What follows belongs to an exercise in optimizing a design on an open flow for small area and a short achievable clock period; a production flow would make more cautious choices.
At most, simulation tests tie the RTL to the original design; equivalence was not proved.

Design enigmaMachine, start of the top module:
module enigmaMachine (
    input  logic                load,
    input  logic                reset,
    input  logic                keyValid,
    input  logic                setPositions,
    input  enigmaPkg::asciiChar keyChar,
    input  enigmaPkg::rotorPos  startPosition1,
    input  enigmaPkg::rotorPos  startPosition2,
    input  enigmaPkg::rotorPos  startPosition3,
    output logic                outValid,
    output enigmaPkg::asciiChar outChar
);
    function automatic logic [4:0] lutPlugIn(input logic [4:0] v);
        case (v)
            5'd1: lutPlugIn = 5'd20;
            5'd2: lutPlugIn = 5'd22;
            5'd3: lutPlugIn = 5'd24;
            5'd4: lutPlugIn = 5'd6;
            5'd5: lutPlugIn = 5'd0;
            5'd6: lutPlugIn = 5'd3;
            5'd7: lutPlugIn = 5'd5;
            5'd8: lutPlugIn = 5'd15;
            5'd9: lutPlugIn = 5'd21;
            5'd10: lutPlugIn = 5'd25;
            5'd11: lutPlugIn = 5'd1;
            5'd12: lutPlugIn = 5'd4;
            5'd13: lutPlugIn = 5'd2;
            5'd14: lutPlugIn = 5'd10;
            5'd15: lutPlugIn = 5'd12;
            5'd16: lutPlugIn = 5'd19;
            5'd17: lutPlugIn = 5'd7;
            5'd18: lutPlugIn = 5'd23;
            5'd19: lutPlugIn = 5'd18;
  ...
Size: ~1,200 cells after synthesis, ~36 I/O pins.
export LEC_CHECK = 0
export ABC_AREA = 1
export CAP_MARGIN = 20
export CORE_MARGIN = 2
export CORE_UTILIZATION = 20
export SLEW_MARGIN = 20
create_clock -name core_clock -period 30.0 [get_ports {load}]
standard.sh (not shown) runs the stock make flow with config.mk's settings and CLKGATE_MAP_FILE= SYNTH_SCRIPT=/design/flow/synth_recipe.tcl, a recipe that flattens the netlist after the stock synthesis.
==> flow/flow/run.sh <==
#!/bin/bash
# Standard layout with these changes:
#  * synthesis: no ADDER_MAP_FILE, so Yosys extracts no half/full adder cells and ABC can
#    restructure the modulo-26 adders;
#  * synthesis: ABC maps with flow/abc_area_resyn.script (the ORFS area script preceded by
#    two rounds of AIG rewriting);
#  * placement: every port still gets its buffer, but as buf_2 (BUFFER_PORTS_ARGS) rather
#    than the slow delay-cell buffer the default choice ends up with.
# The synthesis script is synth_recipe.tcl with ORFS's synth.tcl inlined and only
# its abc call changed, so registers are mapped and named exactly as in the
# standard synthesis.  Each tool's log stays under orfs/logs; make's output is
# in make.log.
set -euo pipefail
here=$(pwd)
abc_script=$here/flow/abc_area_resyn.script
{
  head -n 1 synth_recipe.tcl
  sed "s|log_cmd abc {\*}\$abc_args|log_cmd abc -script $abc_script {*}[lrange \$abc_args 2 end]|" \
      "$FLOW_HOME/scripts/synth.tcl"
  tail -n +3 synth_recipe.tcl
} > synth_custom.tcl
grep -q "abc -script $abc_script" synth_custom.tcl
bash standard.sh BUFFER_PORTS_ARGS="-buffer_cell sky130_fd_sc_hd__buf_2" ADDER_MAP_FILE= SYNTH_SCRIPT="$here/synth_custom.tcl" finish > make.log 2>&1
==> flow/flow/abc_area_resyn.script <==
strash
balance; rewrite; refactor; balance; rewrite; rewrite -z; balance; refactor -z; rewrite -z; balance
balance; rewrite; refactor; balance; rewrite; rewrite -z; balance; refactor -z; rewrite -z; balance
dch
map -B 0.9
topo
stime -c
buffer -c
upsize -c
dnsize -c
The starting point finished clean.
Edit:
--- a/flow/design.v
+++ b/flow/design.v
@@ -353,107 +353,92 @@
             addBits[i] = a[i] ^ b[i] ^ c;
             c = (a[i] & b[i]) | (c & (a[i] ^ b[i]));
         end
         addBits[5] = c;
     endfunction
     function automatic logic [4:0] addOff(input logic [4:0] a, input logic [4:0] b);
         logic [5:0] s;
         logic [5:0] t;
         s = addBits(a, b, 1'b0);
         t = addBits(s[4:0], {2'b00, s[5], s[5], 1'b0}, 1'b0);
         addOff = t[4:0];
     endfunction
-    function automatic logic [4:0] subOff(input logic [4:0] a, input logic [4:0] b);
-        logic [5:0] s;
-        logic [5:0] t;
-        s = addBits(a, ~b, 1'b1);
-        t = addBits(s[4:0], {~s[5], ~s[5], 1'b0, ~s[5], 1'b0}, 1'b0);
-        subOff = t[4:0];
-    endfunction
     function automatic logic [4:0] sub26(input logic [4:0] a, input logic [4:0] b);
         logic [5:0] s;
         logic [5:0] t;
         s = addBits(a, ~b, 1'b1);
         t = addBits(s[4:0], 5'd26, 1'b0);
         sub26 = s[5] ? s[4:0] : t[4:0];
     endfunction
     function automatic logic [4:0] neg26(input logic [4:0] b);
         logic [5:0] s;
         s = addBits(5'd26, ~b, 1'b1);
         neg26 = s[4:0];
     endfunction
     function automatic logic [4:0] wrap26(input logic [4:0] p);
         wrap26 = (p >= 5'd26) ? 5'(p - 5'd26) : p;
     endfunction
-    function automatic logic [4:0] dec26(input logic [4:0] p);
-        dec26 = (p == 5'd0) ? 5'd25 : 5'(p - 5'd1);
-    endfunction
     function automatic logic [4:0] inc26(input logic [4:0] p);
         inc26 = (p == 5'd25) ? 5'd0 : p + 5'd1;
     endfunction
     localparam logic [4:0] LAST = 5'd25;
     logic [4:0] p1, p2, p3;
     logic [4:0] d12, d23;
     logic       isLetter;
     logic       keyAccepted;
     logic       step1, carry1, carry2;
     assign isLetter    = (keyChar[7:5] == 3'b010) && (keyChar[4:0] != 5'd0) && (keyChar[4:0] <= 5'd26);
     assign keyAccepted = keyValid && !setPositions;
     assign step1       = keyAccepted && isLetter;
     assign carry1      = step1 && (p1 == LAST);
     assign carry2      = carry1 && (p2 == LAST);
     assign d12 = sub26(p1, p2);
     assign d23 = sub26(p2, p3);
     logic [4:0] s0, s1, s2, s3, s4, s5, s6, s7;
     logic [4:0] cipherIdx;
     logic [7:0] held;
     logic       heldLetter;
     logic [4:0] heldOff4;
-    logic       p1Zero, p2Zero;
-    logic [4:0] p1Old, d12Old, d23Old, p3Old;
-    assign p1Zero = (p1 == 5'd0);
-    assign p2Zero = (p2 == 5'd0);
-    assign p1Old  = dec26(p1);
-    assign d12Old = p1Zero ? d12 : dec26(d12);
-    assign d23Old = (p1Zero && !p2Zero) ? dec26(d23) : d23;
-    assign p3Old  = (p1Zero && p2Zero) ? dec26(p3) : p3;
-    assign s0 = subOff(lutPlugIn(keyChar[4:0]), p1);
+    logic [4:0] heldOff5;
+    logic [4:0] heldOff6;
+    logic [4:0] heldOff7;
+    assign s0 = addOff(lutPlugIn(keyChar[4:0]), neg26(p1));
     assign s1 = addOff(lutR1Inv(s0), d12);
     assign s2 = addOff(lutR2Inv(s1), d23);
     assign s3 = addOff(lutR3Inv(s2), p3);
     always_ff @(posedge load) begin
         if (reset) begin
             outValid   <= 1'b0;
             held       <= '0;
             heldLetter <= 1'b0;
         end else begin
             outValid <= keyAccepted;
             if (keyAccepted) begin
                 held       <= isLetter ? {3'b000, lutRefl(s3)} : keyChar;
                 heldLetter <= isLetter;
-            end else if (setPositions && heldLetter) begin
-                held       <= outChar;
-                heldLetter <= 1'b0;
             end
         end
     end
     always_ff @(posedge load) begin
         if (step1) begin
-            heldOff4 <= p3;
+            heldOff4 <= neg26(p3);
+            heldOff5 <= neg26(d23);
+            heldOff6 <= neg26(d12);
+            heldOff7 <= p1;
         end
     end
-    assign s4 = subOff(held[4:0], heldOff4);
-    assign s5 = subOff(lutR3(s4), d23Old);
-    assign s6 = subOff(lutR2(s5), d12Old);
-    assign s7 = addOff(lutR1(s6), p1Old);
+    assign s4 = addOff(held[4:0], heldOff4);
+    assign s5 = addOff(lutR3(s4), heldOff5);
+    assign s6 = addOff(lutR2(s5), heldOff6);
+    assign s7 = addOff(lutR1(s6), heldOff7);
     assign cipherIdx = lutPlugOut(s7);
     assign outChar = heldLetter ? {3'b010, cipherIdx} : held;
     always_ff @(posedge load) begin
         if (reset) begin
             p1 <= '0;
             p2 <= '0;
             p3 <= '0;
         end else if (setPositions) begin
             p1 <= wrap26(startPosition1);
             p2 <= wrap26(startPosition2);
             p3 <= wrap26(startPosition3);
         end else begin
The new run completed without violations.
Design area went up by 4.3%.
Sequential share of layout area went up by 5.4 points.
Maximum frequency went up by 3.1%.
Die area went up by 5.0%.
Count of clock-buffer cells in the layout went down by 2.
Critical path depth stays the same.
Routed wire length went down by 0.77%.
Sequential cell count went up by 15.
Register-to-register slack is better by 800 ps.
Worst setup slack is better by 400 ps.
Function not checked in the first run of this note: the RTL went through the layout flow alone.

== trial 54 ==
enigmaMachine, a different RTL version from the one above (not shown whole).
Size: roughly 1100 cells after synthesis, about 40 flip-flops, ~36 I/O pins, ~0.0065 mm² of cells after synthesis.
Settings: LEC_CHECK=0, ABC_AREA=1, CAP_MARGIN=20, CORE_MARGIN=2, CORE_UTILIZATION=20, SLEW_MARGIN=20; clock period 30.0 ns.
Scripts as last shown in full above: flow/flow/run.sh, flow/flow/abc_area_resyn.script
> inputs changed (trial 54 -> trial 67)
diff --git a/flow/design.v b/flow/design.v
--- a/flow/design.v
+++ b/flow/design.v
@@ -190,58 +190,25 @@
             5'd24: lutRefl = 5'd0;
             5'd25: lutRefl = 5'd19;
             5'd26: lutRefl = 5'd24;
             5'd27: lutRefl = 5'd17;
             5'd28: lutRefl = 5'd20;
             5'd29: lutRefl = 5'd7;
             5'd30: lutRefl = 5'd16;
             5'd31: lutRefl = 5'd18;
             default: lutRefl = 5'd0;
         endcase
     endfunction
+    localparam logic [159:0] lutR3Tab = {5'd2, 5'd15, 5'd1, 5'd6, 5'd0, 5'd19, 5'd12, 5'd14, 5'd10, 5'd17, 5'd11, 5'd22, 5'd9, 5'd23, 5'd8, 5'd24, 5'd7, 5'd25, 5'd13, 5'd21, 5'd5, 5'd20, 5'd4, 5'd16, 5'd3, 5'd18, 5'd2, 5'd15, 5'd1, 5'd6, 5'd0, 5'd19};
     function automatic logic [4:0] lutR3(input logic [4:0] v);
-        case (v)
-            5'd0: lutR3 = 5'd19;
-            5'd1: lutR3 = 5'd0;
-            5'd2: lutR3 = 5'd6;
-            5'd3: lutR3 = 5'd1;
-            5'd4: lutR3 = 5'd15;
-            5'd5: lutR3 = 5'd2;
-            5'd6: lutR3 = 5'd18;
-            5'd7: lutR3 = 5'd3;
-            5'd8: lutR3 = 5'd16;
-            5'd9: lutR3 = 5'd4;
-            5'd10: lutR3 = 5'd20;
-            5'd11: lutR3 = 5'd5;
-            5'd12: lutR3 = 5'd21;
-            5'd13: lutR3 = 5'd13;
-            5'd14: lutR3 = 5'd25;
-            5'd15: lutR3 = 5'd7;
-            5'd16: lutR3 = 5'd24;
-            5'd17: lutR3 = 5'd8;
-            5'd18: lutR3 = 5'd23;
-            5'd19: lutR3 = 5'd9;
-            5'd20: lutR3 = 5'd22;
-            5'd21: lutR3 = 5'd11;
-            5'd22: lutR3 = 5'd17;
-            5'd23: lutR3 = 5'd10;
-            5'd24: lutR3 = 5'd14;
-            5'd25: lutR3 = 5'd12;
-            5'd26: lutR3 = 5'd19;
-            5'd27: lutR3 = 5'd0;
-            5'd28: lutR3 = 5'd6;
-            5'd29: lutR3 = 5'd1;
-            5'd30: lutR3 = 5'd15;
-            5'd31: lutR3 = 5'd2;
-            default: lutR3 = 5'd0;
-        endcase
+        lutR3 = lutR3Tab[5 * v +: 5];
     endfunction
     function automatic logic [4:0] lutR2(input logic [4:0] v);
         case (v)
             5'd0: lutR2 = 5'd19;
             5'd1: lutR2 = 5'd4;
             5'd2: lutR2 = 5'd7;
             5'd3: lutR2 = 5'd6;
             5'd4: lutR2 = 5'd12;
             5'd5: lutR2 = 5'd17;
             5'd6: lutR2 = 5'd8;
             5'd7: lutR2 = 5'd5;
@@ -412,39 +379,39 @@
     assign s2 = addOff(lutR2Inv(s1), d23);
     assign s3 = addOff(lutR3Inv(s2), p3);
     assign s4 = subOff(lutRefl(s3), p3);
     always_ff @(posedge load) begin
         if (reset) begin
             outValid   <= 1'b0;
             held       <= '0;
             heldLetter <= 1'b0;
         end else begin
             outValid <= keyAccepted;
             if (keyAccepted) begin
-                held       <= {keyChar[7:5], isLetter ? lutR3(s4) : keyChar[4:0]};
+                held       <= isLetter ? {3'b000, s4} : keyChar;
                 heldLetter <= isLetter;
             end
         end
     end
     always_ff @(posedge load) begin
         if (step1) begin
             heldOff5 <= d23;
             heldOff6 <= d12;
             heldOff7 <= p1;
         end
     end
-    assign s5 = subOff(held[4:0], heldOff5);
+    assign s5 = subOff(lutR3(held[4:0]), heldOff5);
     assign s6 = subOff(lutR2(s5), heldOff6);
     assign s7 = addOff(lutR1(s6), heldOff7);
     assign cipherIdx = lutPlugOut(s7);
-    assign outChar = {held[7:5], heldLetter ? cipherIdx : held[4:0]};
+    assign outChar = heldLetter ? {3'b010, cipherIdx} : held;
     always_ff @(posedge load) begin
         if (reset) begin
             p1 <= '0;
             p2 <= '0;
             p3 <= '0;
         end else if (setPositions) begin
             p1 <= wrap26(startPosition1);
             p2 <= wrap26(startPosition2);
             p3 <= wrap26(startPosition3);
         end else begin
             if (step1)  p1 <= inc26(p1);
Notes after the runs:
The fraction of area in clock buffers and inverters of trial 67 exceeds that of trial 54 by 0.24 points.
Trial 54 and trial 67 ended up with nearly the same clock skew.
The proportion of final cell area spent on non-clock buffers on trial 67 is in line with that on trial 54.
On wire length of the first global-routing pass, the higher figure sits with trial 54, not trial 67.
Trial 67: share of the core filled with cells in the final layout 0.26 points above trial 54
Re share of async-settable or async-resettable flops after synthesis: no difference whatsoever between trial 54 and trial 67.
Trial 67 — setup slack 0.79 ns higher, trial 54 as reference
No functional check of the RTL was part of any run of this note.

Another version of the RTL of enigmaMachine (not shown whole).
Size: about 36 I/O pins.
==> flow/config.mk <==
export PLATFORM = sky130hd
export DESIGN_NAME = enigmaMachine
export DESIGN_NICKNAME = enigmaMachine
export VERILOG_FILES = /design/flow/design.v
export SDC_FILE = /design/flow/constraint.sdc
export NUM_CORES = 4
export LEC_CHECK = 0
export ABC_AREA = 1
export CAP_MARGIN = 20
export CORE_MARGIN = 2
export CORE_UTILIZATION = 20
export SLEW_MARGIN = 20
==> flow/constraint.sdc <==
create_clock -name core_clock -period 30.0 [get_ports {load}]
set_input_delay 6.0000 -clock core_clock [delete_from_list [all_inputs] [get_ports {load}]]
set_output_delay 6.0000 -clock core_clock [all_outputs]
set_load 0.01 [all_outputs]
Scripts as last shown in full above: flow/flow/run.sh, flow/flow/abc_area_resyn.script
Rerun with:
--- a/flow/design.v
+++ b/flow/design.v
@@ -194,17 +194,50 @@
             5'd28: lutRefl = 5'd24;
             5'd29: lutRefl = 5'd9;
             5'd30: lutRefl = 5'd14;
             5'd31: lutRefl = 5'd16;
             default: lutRefl = 5'd0;
         endcase
     endfunction
-    localparam logic [159:0] lutR3Tab = {5'd15, 5'd12, 5'd0, 5'd25, 5'd1, 5'd13, 5'd24, 5'd17, 5'd11, 5'd2, 5'd20, 5'd14, 5'd8, 5'd9, 5'd23, 5'd6, 5'd7, 5'd18, 5'd19, 5'd10, 5'd4, 5'd21, 5'd16, 5'd5, 5'd3, 5'd22, 5'd15, 5'd12, 5'd0, 5'd25, 5'd1, 5'd13};
     function automatic logic [4:0] lutR3(input logic [4:0] v);
-        lutR3 = lutR3Tab[5 * v +: 5];
+        case (v)
+            5'd0: lutR3 = 5'd13;
+            5'd1: lutR3 = 5'd1;
+            5'd2: lutR3 = 5'd25;
+            5'd3: lutR3 = 5'd0;
+            5'd4: lutR3 = 5'd12;
+            5'd5: lutR3 = 5'd15;
+            5'd6: lutR3 = 5'd22;
+            5'd7: lutR3 = 5'd3;
+            5'd8: lutR3 = 5'd5;
+            5'd9: lutR3 = 5'd16;
+            5'd10: lutR3 = 5'd21;
+            5'd11: lutR3 = 5'd4;
+            5'd12: lutR3 = 5'd10;
+            5'd13: lutR3 = 5'd19;
+            5'd14: lutR3 = 5'd18;
+            5'd15: lutR3 = 5'd7;
+            5'd16: lutR3 = 5'd6;
+            5'd17: lutR3 = 5'd23;
+            5'd18: lutR3 = 5'd9;
+            5'd19: lutR3 = 5'd8;
+            5'd20: lutR3 = 5'd14;
+            5'd21: lutR3 = 5'd20;
+            5'd22: lutR3 = 5'd2;
+            5'd23: lutR3 = 5'd11;
+            5'd24: lutR3 = 5'd17;
+            5'd25: lutR3 = 5'd24;
+            5'd26: lutR3 = 5'd13;
+            5'd27: lutR3 = 5'd1;
+            5'd28: lutR3 = 5'd25;
+            5'd29: lutR3 = 5'd0;
+            5'd30: lutR3 = 5'd12;
+            5'd31: lutR3 = 5'd15;
+            default: lutR3 = 5'd0;
+        endcase
     endfunction
     function automatic logic [4:0] lutR2(input logic [4:0] v);
         case (v)
             5'd0: lutR2 = 5'd13;
             5'd1: lutR2 = 5'd19;
             5'd2: lutR2 = 5'd2;
             5'd3: lutR2 = 5'd8;
@@ -402,50 +435,50 @@
     assign carry2      = carry1 && (p2 == LAST);
     assign d12 = sub26(p1, p2);
     assign d23 = sub26(p2, p3);
     logic [4:0] s0, s1, s2, s3, s4, s5, s6, s7;
     logic [4:0] cipherIdx;
     logic [7:0] held;
     logic       heldLetter;
-    logic [4:0] heldOff5;
+    logic [4:0] heldOff4;
     logic       p1Zero, p2Zero;
     logic [4:0] p1Old, d12Old, d23Old, p3Old;
     assign p1Zero = (p1 == 5'd0);
     assign p2Zero = (p2 == 5'd0);
     assign p1Old  = dec26(p1);
     assign d12Old = p1Zero ? d12 : dec26(d12);
     assign d23Old = (p1Zero && !p2Zero) ? dec26(d23) : d23;
     assign p3Old  = (p1Zero && p2Zero) ? dec26(p3) : p3;
     assign s0 = subOff(lutPlugIn(keyChar[4:0]), p1);
     assign s1 = addOff(lutR1Inv(s0), d12);
     assign s2 = addOff(lutR2Inv(s1), d23);
     assign s3 = addOff(lutR3Inv(s2), p3);
-    assign s4 = subOff(lutRefl(s3), p3);
     always_ff @(posedge load) begin
         if (reset) begin
             outValid   <= 1'b0;
             held       <= '0;
             heldLetter <= 1'b0;
         end else begin
             outValid <= keyAccepted;
             if (keyAccepted) begin
-                held       <= isLetter ? {3'b000, s4} : keyChar;
+                held       <= isLetter ? {3'b000, lutRefl(s3)} : keyChar;
                 heldLetter <= isLetter;
             end else if (setPositions && heldLetter) begin
                 held       <= outChar;
                 heldLetter <= 1'b0;
             end
         end
     end
     always_ff @(posedge load) begin
         if (step1) begin
-            heldOff5 <= d23;
+            heldOff4 <= p3;
         end
     end
-    assign s5 = subOff(lutR3(held[4:0]), heldOff5);
+    assign s4 = subOff(held[4:0], heldOff4);
+    assign s5 = subOff(lutR3(s4), d23Old);
     assign s6 = subOff(lutR2(s5), d12Old);
     assign s7 = addOff(lutR1(s6), p1Old);
     assign cipherIdx = lutPlugOut(s7);
     assign outChar = heldLetter ? {3'b010, cipherIdx} : held;
     always_ff @(posedge load) begin
         if (reset) begin
             p1 <= '0;
What happened: Non-clock buffer count rose by 1; routed wire length grows by a few percent; via count came out higher by a few percent; die area went up by a few percent; setup slack improves by 0.74 ns; core utilization climbs by 0.16 points; synthesized area rose by a few percent; clock-buffer cell count is lower by 1; design area goes up by a few percent; global-route usage stays flat.
The RTL of the first run of this note was laid out without a check of its function.

[what the ideal ports hide]
How much do the figures lean on ideal ports? The routed layouts below were timed once more, with nothing changed but the port constraints.
Step 1: set_driving_cell puts a clkbuf_16 on load and a buf_2 on each other input, an assumption about the parent block.
Step 2, shift: input delay + t, output delay - t, t = (earliest + latest rising clock arrival at the registers) / 2. This alone moves slack from input paths to output paths.
Slacks: no drivers / after step 1 / after step 2; pairs: no drivers / after step 1.
run | t, ns | setup slack, ns | worst setup path at the end | worst register clock-pin slew, ns | worst slew at a driven data input, ns
the first run of note 1 | 0.306 | 16.418 / 16.388 / 16.694 | register to output | 0.06 / 0.06 | 0.06
the second run of note 1 | 0.320 | 16.822 / 16.788 / 17.107 | register to output | 0.07 / 0.07 | 0.04
trial 54 | 0.311 | 15.166 / 15.130 / 15.441 | register to output | 0.06 / 0.06 | 0.04
trial 67 | 0.337 | 15.960 / 15.916 / 16.253 | register to output | 0.07 / 0.07 | 0.10
the first run of note 3 | 0.315 | 16.519 / 16.484 / 16.798 | register to output | 0.06 / 0.06 | 0.04
the second run of note 3 | 0.303 | 17.255 / 17.229 / 17.532 | register to output | 0.05 / 0.05 | 0.06
After both steps setup and hold are still met in every run listed.
